This is an optimization exercise on Yosys and OpenROAD, whose aim is small area, a short achievable clock period and few clock cycles, not a production implementation. In this exercise RTL edits were held to simulation tests only and were not proved equivalent to the original. Power figures rest on the tool's default switching activity, not on a simulated workload.

**design/flow/design.v**
```verilog
package cdq_pkg;
  localparam int CAPACITY = 16;
  localparam int CAP_W    = (CAPACITY > 1) ? $clog2(CAPACITY) : 1;
  localparam int CNT_W    = $clog2(CAPACITY + 1);
  localparam int VAL_W    = 32;
  localparam logic [2:0] CMD_PUSH_FRONT = 3'd0;
  localparam logic [2:0] CMD_PUSH_BACK  = 3'd1;
  localparam logic [2:0] CMD_POP_FRONT  = 3'd2;
  localparam logic [2:0] CMD_POP_BACK   = 3'd3;
  localparam logic [2:0] CMD_DELETE     = 3'd4;
  localparam logic [2:0] CMD_LIST       = 3'd5;
  localparam logic [1:0] ST_OK      = 2'd0;
  localparam logic [1:0] ST_FULL    = 2'd1;
  localparam logic [1:0] ST_EMPTY   = 2'd2;
  localparam logic [1:0] ST_MISSING = 2'd3;
endpackage
import cdq_pkg::*;
module cdq_cell
(
  input  logic             clk,
  input  logic             sel_l,
  input  logic             sel_r,
  input  logic             sel_b,
  input  logic [VAL_W-1:0] left_val,
  input  logic [VAL_W-1:0] right_val,
  input  logic [VAL_W-1:0] bus_val,
  input  logic [VAL_W-1:0] key,
  output logic [VAL_W-1:0] val,
  output logic             hit
);
  logic [VAL_W-1:0] val_r;
  logic             sel_h;
  assign sel_h = ~(sel_l | sel_r | sel_b);
  always_ff @(posedge clk) begin
    val_r <= ({VAL_W{sel_h}} & val_r)
           | ({VAL_W{sel_l}} & left_val)
           | ({VAL_W{sel_r}} & right_val)
           | ({VAL_W{sel_b}} & bus_val);
  end
  assign val = val_r;
  assign hit = (val_r == key);
endmodule
import cdq_pkg::*;
module circular_deque_with_value_delete_unit
(
  input  logic                    clk,
  input  logic                    rst_n,
  input  logic                    in_valid,
  output logic                    in_ready,
  input  logic [2:0]              in_command,
  input  logic signed [VAL_W-1:0] in_element_value,
  output logic                    out_valid,
  input  logic                    out_ready,
  output logic [1:0]              out_status,
  output logic signed [VAL_W-1:0] out_listed_value,
  output logic                    out_last_result
);
  localparam int N = CAPACITY;
  logic             in_ready_r;   
  logic             in_ready_q;   
  logic             b_v;
  logic [2:0]       b_cmd;
  logic [VAL_W-1:0] b_val;
  logic [N-1:0]     b_hit;
  logic [N-1:0]     vld;
  logic [VAL_W-1:0] cell_val [N];
  logic [N-1:0]     cell_hit;
  logic [CAP_W-1:0] idx_r;
  logic             c_shl_r;      
  logic             c_pb_r;       
  logic             c_popf_r;     
  logic             c_lgo_r;      
  logic             c_del_r;      
  logic             c_lst_r;      
  logic [N-1:0]     at_cnt, at_cm1;
  logic             oh_v, ok_v;
  logic             oh_v_q;       
  logic [1:0]       oh_st, ok_st;
  logic [VAL_W-1:0] oh_val, ok_val;
  logic             oh_last, ok_last;
  logic accept, go, full, empty;
  logic [N-1:0] hv, mask;
  logic found, lst_last, produce, done;
  logic [N-1:0] sel_l, sel_r, sel_b;
  logic [VAL_W-1:0] bus;
  logic bus_hit;
  logic [1:0]       res_st;
  logic [VAL_W-1:0] res_val;
  logic             res_last;
  logic [N:0]       vld_ext;
  assign accept  = in_valid && in_ready_r;
  assign go      = b_v && !ok_v;
  assign full    = vld[N-1];
  assign empty   = !vld[0];
  logic [N-1:0] pf1, pf2, pf3;
  assign hv    = b_hit & vld;
  assign pf1   = hv  | {hv[N-2:0],  1'b0};
  assign pf2   = pf1 | {pf1[N-3:0], 2'b0};
  assign pf3   = pf2 | {pf2[N-5:0], 4'b0};
  assign mask  = pf3 | {pf3[N-9:0], 8'b0};
  assign found = |hv;
  assign vld_ext  = {1'b0, vld};
  assign lst_last = !vld_ext[idx_r + 1];
  assign bus = c_lst_r ? cell_val[0] : b_val;
  for (genvar j = 0; j < N; j++) begin : g_sel
    assign at_cnt[j] = !vld[j] && ((j == 0) ? 1'b1 : vld[(j == 0) ? 0 : j-1]);
    assign at_cm1[j] = vld[j] && ((j == N - 1) ? 1'b1 : !vld[(j == N - 1) ? j : j+1]);
    assign sel_l[j] = (j == 0) ? 1'b0 : c_shl_r;
    assign sel_b[j] = (c_pb_r && at_cnt[j]) || (c_lgo_r && at_cm1[j])
                    || ((j == 0) && c_shl_r);
    assign sel_r[j] = (j == N - 1) ? 1'b0
                    : (c_popf_r || (c_lgo_r && !at_cm1[j]) || (c_del_r && mask[j]));
  end
  for (genvar i = 0; i < N; i++) begin : g_cell
    logic [VAL_W-1:0] left_v;
    logic [VAL_W-1:0] right_v;
    if (i == 0) begin : g_first
      assign left_v = bus;
    end else begin : g_mid_l
      assign left_v = cell_val[i-1];
    end
    if (i == N - 1) begin : g_last
      assign right_v = cell_val[i];
    end else begin : g_mid_r
      assign right_v = cell_val[i+1];
    end
    cdq_cell u_cell (
      .clk       (clk),
      .sel_l     (sel_l[i]),
      .sel_r     (sel_r[i]),
      .sel_b     (sel_b[i]),
      .left_val  (left_v),
      .right_val (right_v),
      .bus_val   (bus),
      .key       (in_element_value),
      .val       (cell_val[i]),
      .hit       (cell_hit[i])
    );
  end
  logic [N-1:0] hit_nxt;
  assign bus_hit = c_lst_r ? cell_hit[0] : (b_val == in_element_value);
  for (genvar j = 0; j < N; j++) begin : g_hit
    logic hl, hr;
    assign hl = (j == 0) ? bus_hit : cell_hit[(j == 0) ? 0 : j-1];
    assign hr = (j == N - 1) ? cell_hit[j] : cell_hit[(j == N - 1) ? j : j+1];
    assign hit_nxt[j] = (!(sel_l[j] || sel_r[j] || sel_b[j]) && cell_hit[j])
                      || (sel_l[j] && hl) || (sel_r[j] && hr) || (sel_b[j] && bus_hit);
  end
  logic inc, dec;
  always_comb begin
    res_st   = ST_OK;
    res_val  = '0;
    res_last = 1'b1;
    produce  = go;
    done     = go;
    inc      = 1'b0;
    dec      = 1'b0;
    case (b_cmd)
      CMD_PUSH_FRONT, CMD_PUSH_BACK: begin
        if (full) res_st = ST_FULL;
        else      inc    = go;
      end
      CMD_POP_FRONT, CMD_POP_BACK: begin
        if (empty) res_st = ST_EMPTY;
        else       dec    = go;
      end
      CMD_DELETE: begin
        if (!found) res_st = ST_MISSING;
        else        dec    = go;
      end
      CMD_LIST: begin
        if (empty) begin
          res_st = ST_EMPTY;
        end else begin
          res_val  = cell_val[0];
          res_last = lst_last;
          done     = go && lst_last;
        end
      end
      default: produce = 1'b0;
    endcase
  end
  logic [N-1:0]     vld_nxt;
  logic             b_v_nxt;
  logic [2:0]       b_cmd_nxt;
  logic [CAP_W-1:0] idx_nxt;
  logic             pop, oh_v_nxt, ok_v_nxt, go_nxt, in_ready_nxt;
  logic [N:0]       vld_nxt_ext;
  logic             full_n, empty_n;
  assign vld_nxt = inc ? {vld[N-2:0], 1'b1} : (dec ? {1'b0, vld[N-1:1]} : vld);
  assign pop         = oh_v && out_ready;
  assign b_v_nxt     = accept || (b_v && !done);
  assign b_cmd_nxt   = accept ? in_command : b_cmd;
  assign idx_nxt     = accept ? '0 : ((go && b_cmd == CMD_LIST) ? idx_r + 1'b1 : idx_r);
  assign oh_v_nxt    = ok_v || produce || (oh_v && !pop);
  assign ok_v_nxt    = ok_v ? !pop : (produce && oh_v && !pop);
  assign go_nxt      = b_v_nxt && !ok_v_nxt;
  assign in_ready_nxt = !b_v_nxt || (!ok_v_nxt && (b_cmd_nxt != CMD_LIST
                        || empty_n || !vld_nxt_ext[idx_nxt + 1]));
  assign vld_nxt_ext = {1'b0, vld_nxt};
  assign full_n      = vld_nxt[N-1];
  assign empty_n     = !vld_nxt[0];
  always_ff @(posedge clk) begin
    if (!rst_n) begin
      b_v        <= 1'b0;
      in_ready_r <= 1'b1;
      vld        <= '0;
      idx_r      <= '0;
      oh_v       <= 1'b0;
      ok_v       <= 1'b0;
      c_shl_r    <= 1'b0;
      c_pb_r     <= 1'b0;
      c_popf_r   <= 1'b0;
      c_lgo_r    <= 1'b0;
      c_del_r    <= 1'b0;
      c_lst_r    <= 1'b0;
    end else begin
      b_v        <= b_v_nxt;
      in_ready_r <= in_ready_nxt;
      vld        <= vld_nxt;
      idx_r      <= idx_nxt;
      oh_v       <= oh_v_nxt;
      ok_v       <= ok_v_nxt;
      c_shl_r    <= go_nxt && (b_cmd_nxt == CMD_PUSH_FRONT) && !full_n;
      c_pb_r     <= go_nxt && (b_cmd_nxt == CMD_PUSH_BACK) && !full_n;
      c_popf_r   <= go_nxt && (b_cmd_nxt == CMD_POP_FRONT) && !empty_n;
      c_lgo_r    <= go_nxt && (b_cmd_nxt == CMD_LIST) && !empty_n;
      c_del_r    <= go_nxt && (b_cmd_nxt == CMD_DELETE);
      c_lst_r    <= (b_cmd_nxt == CMD_LIST);
    end
  end
  always_ff @(posedge clk) begin
    if (in_ready_r) begin
      b_cmd <= in_command;
      b_val <= in_element_value;
      b_hit <= hit_nxt;
    end
  end
  always_ff @(posedge clk) begin
    in_ready_q <= in_ready_nxt || !rst_n;
    oh_v_q     <= oh_v_nxt && rst_n;
  end
  logic oh_from_k, oh_from_res, oh_hold;
  assign oh_from_k   = ok_v && pop;
  assign oh_from_res = !ok_v && produce && (!oh_v || pop);
  assign oh_hold     = !(oh_from_k || oh_from_res);
  always_ff @(posedge clk) begin
    oh_st   <= ({2{oh_hold}} & oh_st) | ({2{oh_from_k}} & ok_st)
             | ({2{oh_from_res}} & res_st);
    oh_val  <= ({VAL_W{oh_hold}} & oh_val) | ({VAL_W{oh_from_k}} & ok_val)
             | ({VAL_W{oh_from_res}} & res_val);
    oh_last <= (oh_hold & oh_last) | (oh_from_k & ok_last) | (oh_from_res & res_last);
  end
  always_ff @(posedge clk) begin
    if (produce && oh_v && !pop) begin
      ok_st   <= res_st;
      ok_val  <= res_val;
      ok_last <= res_last;
    end
  end
  assign in_ready         = in_ready_q;
  assign out_valid        = oh_v_q;
  assign out_status       = oh_st;
  assign out_listed_value = oh_val;
  assign out_last_result  = oh_last;
endmodule
```
**design/flow/flow/run.sh**
```bash
#!/bin/bash
set -euo pipefail
bash standard.sh finish SETUP_SLACK_MARGIN=6.3 \
  "BUFFER_PORTS_ARGS=-buffer_cell sky130_fd_sc_hd__buf_4" > standard_finish.log 2>&1
```
**design/flow/standard.sh**
```bash
#!/bin/bash
# synth_recipe.tcl (not shown) runs the flow's synth.tcl, then flattens the netlist and writes it again
# the make line also repeats each setting of config.mk as NAME=value (left out here)
make -C /OpenROAD-flow-scripts/flow DESIGN_CONFIG=/design/flow/config.mk WORK_HOME=/design/flow/orfs CLKGATE_MAP_FILE= SYNTH_SCRIPT=/design/flow/synth_recipe.tcl "${@:-finish}"
```
**design/flow/config.mk**
```make
export PLATFORM = sky130hd
export DESIGN_NAME = circular_deque_with_value_delete_unit
export DESIGN_NICKNAME = circular_deque_with_value_delete_unit
export VERILOG_FILES = /design/flow/design.v
export SDC_FILE = /design/flow/constraint.sdc
export NUM_CORES = 4
export LEC_CHECK = 0
export CAP_MARGIN = 20
export CORE_MARGIN = 2
export CORE_UTILIZATION = 50
export CTS_BUF_LIST = sky130_fd_sc_hd__clkbuf_16
export CTS_CLUSTER_DIAMETER = 60
export CTS_CLUSTER_SIZE = 30
export PLACE_DENSITY = 0.65
export SETUP_SLACK_MARGIN = 5
export SLEW_MARGIN = 20
```
**design/flow/constraint.sdc**
```tcl
create_clock -name core_clock -period 9.0 [get_ports {clk}]
set_input_delay 1.8000 -clock core_clock [delete_from_list [all_inputs] [get_ports {clk}]]
set_output_delay 1.8000 -clock core_clock [all_outputs]
set_load 0.01 [all_outputs]
```
==> results of run 1 <==
[area by class of cell]
type                    count  area, sq um  share of cell area [%]
inverters                  52          208                   0.517
clock inverters            42          542                    1.35
clock buffers              49         1230                    3.05
flip-flops and latches    665        14200                    35.5
diodes                      1         2.50                 0.00623
repair buffers            280         3120                    7.78
well taps                 873         1090                    2.72
multi-input cells        2717        19700                    49.1
[per-layer routing]
layer,GRT usage [%],wire length (um),part of all wire [%],vias up
met2,55.6,59900,42,2378
met1,50.7,53700,38,15900
met4,19.0,7940,5.6,2
met5,0.277,11,0.0078,-
met3,12.2,19900,14,350
li1,-,-,-,14100
[where the power goes]
group          switching [mW]  internal (mW)  total (mW)
clock                    1.32           1.17        2.49
sequential              0.658           3.33        3.99
combinational           0.804          0.561        1.37
[cells in the mapped netlist, drive strengths merged, types with 4 or more instances]
| master | number |
|---|---|
| xor2 | 373 |
| a21o | 4 |
| a311oi | 5 |
| a211oi | 4 |
| o221ai | 34 |
| edfxtp | 86 |
| o21ai | 120 |
| mux2i | 37 |
| clkbuf | 331 |
| a222oi | 393 |
| o31ai | 6 |
| nand4 | 68 |
| nor4 | 109 |
| a221o | 144 |
| buf | 33 |
| nor2b | 4 |
| nand3 | 14 |
| a22oi | 7 |
| and2 | 41 |
| xnor2 | 174 |
| nor3b | 7 |
| nand2 | 932 |
| mux2 | 34 |
| nor2 | 72 |
| inv | 50 |
| a22o | 5 |
| a21oi | 16 |
| nand2b | 16 |
| o211ai | 4 |
| nor3 | 26 |
| nand3b | 11 |
| and3 | 5 |
| dfxtp | 579 |
[per-stage QoR]
stage / setup slack [ps] / cells / hold slack (ps) / power [mW] / cell area (sq um)
after CTS: 5970 / 4610 / 465 / 7.62 / 38500
final: 5860 / 4679 / 462 / 7.85 / 40100
after detailed placement: 4860 / 4449 / 459 / 5.11 / 35100
after floorplan: 5650 / 3796 / 449 / 4.52 / 35100
after global placement: 4880 / 4449 / 453 / 5.10 / 35100
after global routing: 5890 / 4678 / 487 / 8.03 / 40100
[flip-flops by register name, summed over array words and instances (netlist names), 2 cells and up]
signal	cells
g_cell.u_cell.val_r	512
vld	16
b_val	32
oh_st	2
b_cmd	3
idx_r	4
ok_st	2
ok_val	32
oh_val	32
b_hit	16
[worst max-delay path, delay by kind of cell]
kind	cells	cell delay [ps]
AOI/OAI and AO/OA	1	100
xor gates and xnor gates	1	120
buffers and inverters	6	840
and+or+nand+nor	4	780
[worst max path at each step]
| stage | to | from | cells after the start |
|---|---|---|---|
| after global placement | b_hit[6]$_DFFE_PP_ | in_element_value[15] | 8 |
| after detailed placement | in_ready_q$_DFF_P_ | in_valid | 9 |
| after global routing | b_hit[4]$_DFFE_PP_ | in_element_value[29] | 9 |
| final | b_hit[5]$_DFFE_PP_ | in_element_value[5] | 12 |
| after CTS | b_hit[4]$_DFFE_PP_ | in_element_value[25] | 9 |
| after floorplan | in_ready_q$_DFF_P_ | in_valid | 8 |
[what timing repair did]
item,in CTS,in global routing
gates resized for setup,243,185
endpoints found under the setup margin,296,368
cloned,3,5
pin swaps,36,75
buffers inserted,67,63
[logic make-up after synthesis]
| logic type | synth area share, % |
|---|---|
| fa+ha+maj | 0.0366 |
| flops | 41.5 |
| compound gates | 20.3 |
| mux | 2.34 |
| xor+xnor | 14.0 |
| buf+inv | 4.80 |
| simple gates | 17.0 |
==> run summary, run 1 <==
outcome finished clean; Max Transition Viols Final 0; gr usage total approximately two fifths; Die ar. 70400 sq um; max_slew headroom between 20% and 30%; Avg Synthesized Cell Area 9.00 sq um; crit path time final 3140 ps; P_leak 16.7 nW; period utilization 34.9%; RePlAce Congestion ~1.0; Critical Path Source Type input port; CP Class input port to register; PwrDens 196 nW/um^2; TritonCTS buffer count 49; CP arrival 3650 ps; number of DRC markers in iteration 0 7135; slowest stage delay, CP 300 ps; share of post-route cells with drive strength above 1 17.5%; setup TNS 0 ps; Layout area overhead 17.6%; net count after synthesis roughly 3800; slowest CP cell nor4_4; top cells by area, synth dfxtp_1 (34%), a222oi_1 (12%), nand2_1 (10%), xor2_1 (9.6%), edfxtp_1 (7.6%); Tightest Hold Check Type register to register; RR Endpoint in_ready_q$_DFF_P_; final core utilization 59.6%; clock net sink count between 600 and 700; Root Driver clkbuf_16; vias in the first global route 29400; Post-synth EDFFs 86; Die H 265 um; Hold Vio Cnt, Final 0; post-DP HPWL 95.9 mm; CTS tree yes; hold buffer count at CTS 0; cell accounting for the most synthesized area dfxtp_1; commonest non-fill, non-tap cell in the layout nand2_1; post-synthesis register bit count ~670; RR Startpoint b_cmd[1]$_DFFE_PP_; Clk Latency, worst-skew pair approximately 650 ps; WHS Path Cells 1; most frequent cells in the layout nand2_1 (911), dfxtp_1 (532), a222oi_1 (393); Pre-antenna DRT Iters 15; hold path start ok_st[0]$_DFFE_PP_; Die Wd approximately 270 um; Post-route DRC 0; Syn Std Cell Area between 30000 and 40000 sq um; vias about 33000; WL final between 100 and 150 mm; Seq/Total Area, Yosys between 40% and 50%; Hold EP oh_st[0]$_DFF_P_; Max Cap Viol 0; initial antenna violation count 4; post-synth top area share around 34%; Post-Synthesis Cells 3796; Worst-Margin Slew 1130 ps; RSZ-0062 raised after global routing yes; Final Setup Violations 0; crit-path cells buf_16 > buf_12 > buf_12 > buf_4 > buf_4 > xnor2_2 > nand4_1 > nor4_4 > nand2_2 > inv_1 > a222oi_1 > nand2_1; upper clock frequency limit 318 MHz; maximum VDD drop 0.178 mV; nets 3805; CORE AREA 67400 sq um; clk buf depth 3; Distinct cells, synth 74; clock skew 38.2 ps; Ys Warns 3; Worst EP required 9500 ps; reg-to-reg slack, setup a little over 6000 ps; pin count of the biggest net entering global routing 157; IO Count 76; R2R depth 9; Site Rows 95; Primary FF master, synth dfxtp_1; number of I/O port buffers 75; starting density of the core 50.7%; H-Tree Depth 2; crit-path max FO 7; grt ovf 0; Filler Cell Count approximately 5700; Via density 7.00; Worst setup EP type register; first-pass GRT wire length a little over 200 mm; ys async rst share 0%; routed len/inst 30.2 um; CTS clk-pin slew, worst paths 90 ps; Post-DRT Antenna Nets 0
Testbench counts, summed over its fixed seeds: cycles 10,347.
==> run 2: changes to the inputs <==
--- a/design/flow/design.v
+++ b/design/flow/design.v
@@ -59,2 +59,6 @@
   logic             in_ready_r;   
+  logic             a_v;
+  logic [2:0]       a_cmd;
+  logic [VAL_W-1:0] a_val;
+  logic             advance;      
   logic             in_ready_q;   
@@ -91,2 +95,3 @@
   assign accept  = in_valid && in_ready_r;
+  assign advance = a_v && (!b_v || done);
   assign go      = b_v && !ok_v;
@@ -134,3 +139,3 @@
       .bus_val   (bus),
-      .key       (in_element_value),
+      .key       (a_val),
       .val       (cell_val[i]),
@@ -140,3 +145,3 @@
   logic [N-1:0] hit_nxt;
-  assign bus_hit = c_lst_r ? cell_hit[0] : (b_val == in_element_value);
+  assign bus_hit = c_lst_r ? cell_hit[0] : (b_val == a_val);
   for (genvar j = 0; j < N; j++) begin : g_hit
@@ -183,3 +188,3 @@
   logic [N-1:0]     vld_nxt;
-  logic             b_v_nxt;
+  logic             a_v_nxt, b_v_nxt;
   logic [2:0]       b_cmd_nxt;
@@ -191,5 +196,6 @@
   assign pop         = oh_v && out_ready;
-  assign b_v_nxt     = accept || (b_v && !done);
-  assign b_cmd_nxt   = accept ? in_command : b_cmd;
-  assign idx_nxt     = accept ? '0 : ((go && b_cmd == CMD_LIST) ? idx_r + 1'b1 : idx_r);
+  assign a_v_nxt     = accept || (a_v && !advance);
+  assign b_v_nxt     = advance || (b_v && !done);
+  assign b_cmd_nxt   = advance ? a_cmd : b_cmd;
+  assign idx_nxt     = advance ? '0 : ((go && b_cmd == CMD_LIST) ? idx_r + 1'b1 : idx_r);
   assign oh_v_nxt    = ok_v || produce || (oh_v && !pop);
@@ -197,3 +203,3 @@
   assign go_nxt      = b_v_nxt && !ok_v_nxt;
-  assign in_ready_nxt = !b_v_nxt || (!ok_v_nxt && (b_cmd_nxt != CMD_LIST
+  assign in_ready_nxt = !a_v_nxt || !b_v_nxt || (!ok_v_nxt && (b_cmd_nxt != CMD_LIST
                         || empty_n || !vld_nxt_ext[idx_nxt + 1]));
@@ -206,2 +212,3 @@
       in_ready_r <= 1'b1;
+      a_v        <= 1'b0;
       vld        <= '0;
@@ -217,2 +224,3 @@
     end else begin
+      a_v        <= a_v_nxt;
       b_v        <= b_v_nxt;
@@ -233,4 +241,8 @@
     if (in_ready_r) begin
-      b_cmd <= in_command;
-      b_val <= in_element_value;
+      a_cmd <= in_command;
+      a_val <= in_element_value;
+    end
+    if (advance) begin
+      b_cmd <= a_cmd;
+      b_val <= a_val;
       b_hit <= hit_nxt;
==> run 2 against run 1 <==
Compared with the run above:
- clock power is 9.2% higher
- hold slack better by 21 ps
- flip-flop and latch count is 36 higher
- die area is 2.5% higher
- critical endpoint is now b_hit[8]$_DFFE_PN_
- cell area is 1.5% higher
- via count is 2.9% higher
- sequential power is 1% lower
- first-iteration DRC count is 22% higher
- register-to-register slack worse by 420 ps
- now fails the layout checks on max-capacitance violations, max-slew violations
- critical path depth is 5 lower
==> run summary, run 2 <==
count leader, synth nand2_1; vias in the first global route 29300; gr usage total 38.9%; max_slew headroom -3.95%; max FFs per register 512; routed len/inst 31.4 um; final worst slack 5760 ps; post-DP HPWL 96.3 mm; Via density roughly 7.1; commonest non-fill, non-tap cell in the layout nand2_1; Filler Cell Count 6112; net count after synthesis 3877; post-synth top area share 33.3%; Site Rows 97; initial antenna violation count 0; Pre-antenna DRT Iters 22; FF+latch area 15300 sq um; Post-synth EDFFs 118; number of DRC markers in iteration 0 between 8000 and 9000; Clk Latency, worst-skew pair 680 ps; area of the multi-input gates 19000 sq um; maximum VDD drop ~0.16 mV; Seq/Total Area, Yosys 43.5%; cell accounting for the most synthesized area dfxtp_1; Place WS ~5200 ps; reg-to-reg slack, setup about 5800 ps; Primary FF master, synth dfxtp_1; CP Class register to register; CP arrival between 3000 and 4000 ps; Avg Synthesized Cell Area roughly 9.1 sq um; crit path time final 3240 ps; Post-route DRC 0; Max Cap Viol 1; Hold Vio Cnt, Final 0; pin count of the biggest net entering global routing 140; Worst-Margin Slew 1540 ps; share of post-route cells with drive strength above 1 16.3%; H-Tree Depth 2; nets 3835; clock net sink count 701; Tightest Hold Check Type register to register; PwrDens approximately 190 nW/um^2; outcome failed layout checks; Diodes inserted 0; Failed Checks max-capacitance violations, max-slew violations; most frequent cells in the layout nand2_1 (942), dfxtp_1 (524), a222oi_1 (493); WL final 150 mm; crit-path max FO 18; IO Count 76; Post-Layout Cell Count approximately 4800; RePlAce Congestion 1.06; Commonest cells post-synth nand2_1 (1020), dfxtp_1 (583), a222oi_1 (493); first-pass GRT wire length around 210 mm; setup TNS 0 ps; ys async rst share 0%; Die ar. 72100 sq um; Post-DRT Antenna Nets 0; clock skew 42.0 ps; post-synthesis register bit count 701; Root Driver clkbuf_16; CORE AREA between 60000 and 70000 sq um; Die Wd 269 um; placed cell count 4578; Distinct cells, synth 64; Ys Warns 3; top cells by area, synth dfxtp_1 (33%), a222oi_1 (14%), nand2_1 (11%), xor2_1 (10%), edfxtp_1 (10%); Max Transition Viols Final 2; Largest Register g_cell.u_cell.val_r; upper clock frequency limit 309 MHz; Die H 269 um; period utilization 36.0%; Layout area overhead 16.4%; Post-Synthesis Cells 3837; Worst setup EP type register; Syn Std Cell Area 35000 sq um; RSZ-0062 raised after global routing yes; vias between 30000 and 40000; TritonCTS buffer count 54; Critical Path Source Type register; number of I/O port buffers 75; P_leak around 17 nW; CTS clk-pin slew, worst paths 80 ps; Final Setup Violations 0; grt ovf 0; starting density of the core around half; CTS tree yes; clk buf depth 3; Worst EP required 9510 ps
## run 2: layer usage
layer / vias up / track usage [%] / wire (um)
met5: - / 0 / 0
met3: 560 / 7.82 / 21700
met1: 16000 / 54.0 / 55000
met2: 2961 / 54.0 / 60600
met4: 0 / 26.8 / 12600
li1: 14200 / - / -
## run 2: worst max-delay path, stage by stage, from the launching register on
cell and delay (ps):
edfxtp_1 330, buf_4 400, xor2_1 120, nor4_1 1280
nand4_1 200, nor2_1 440, a222oi_1 190, nand2_1 110
## run 2: final cells by class
class	count	share of cell area (%)
multi-input combinational	2721	46.7
tap	940	2.89
clock buffer	55	3.38
inverter	51	0.479
timing repair buffer	266	7.56
clock inverter	45	1.41
sequential	701	37.6
## run 2: per-stage QoR
step	util (%)	power, mW	hold WS (ps)	area [sq um]
after floorplan	-	4.41	424	35000
after global placement	52.0	4.94	454	36300
after detailed placement	52.0	4.96	465	36300
after CTS	56.4	7.63	483	39300
after global routing	58.5	7.92	504	40700
final	58.5	7.78	483	40700
## run 2: timing repair
action	in CTS	in global routing
endpoints found under the setup margin	549	310
pin swaps	12	42
hold buffers	0	0
cloned	9	14
resized for setup	163	189
setup buffers	30	48
## run 2: path summary, 6_finish.rpt
kind | end | cells past startpoint | from
min | oh_val[19]$_DFF_P_ | 2 | ok_val[19]$_DFFE_PP_
max reg2reg | b_hit[8]$_DFFE_PN_ | 7 | a_val[14]$_DFFE_PP_
max | b_hit[8]$_DFFE_PN_ | 7 | a_val[14]$_DFFE_PP_
min reg2reg | oh_val[19]$_DFF_P_ | 2 | ok_val[19]$_DFFE_PP_
## run 2: cell families (layout without fill, tap and decap cells)
kind of cell / count (synthesis) / in the layout / share of synthesized area (%)
and+or+nand+nor: 1411 / 1412 / 17.5
DFF: 701 / 701 / 43.5
AOI/OAI and AO/OA: 682 / 682 / 18.3
xor gates and xnor gates: 547 / 547 / 13.7
buffers and inverters: 416 / 417 / 4.63
muxes: 78 / 78 / 2.38
adders and majority gates: 2 / 2 / 0.0643
## run 2: power by group
part / switching (mW) / internal (mW) / leakage [nW]
registers: 0.496 / 3.44 / 5.84
logic: 0.697 / 0.426 / 10.6
clock network: 1.45 / 1.27 / 0.950
Testbench counts of run 2, summed over its fixed seeds: cycles 10,355.

==> separate check: timing with driven ports <==
No port has a modelled driver above. Below, the same layouts with a new extraction and two added sets of constraints. Step 1 assumes that a clkbuf_16 drives the clock port and a buf_2 every other input. Step 2 times the ports against the registers' clock, not the clock port: input delays grow and output delays shrink by t, the midpoint of the rising clock arrivals with the driver on. a / b / c = ideal ports / drivers / drivers and shift; a / b = the first two.
| run | t, ns | setup slack, ns | clock arrival spread, ns | worst register clock-pin slew, ns | worst data-port slew with drivers (ns) |
|---|---|---|---|---|---|
| run 1 | 0.694 | 5.858 / 5.855 / 5.161 | 0.038 / 0.038 | 0.10 / 0.10 | 0.13 |
| run 2 | 0.721 | 5.762 / 5.762 / 5.762 | 0.050 / 0.050 | 0.11 / 0.11 | 0.05 |
For run 1, which loses most, drivers alone change the setup slack by -0.003 ns; drivers and shift together by -0.697 ns.
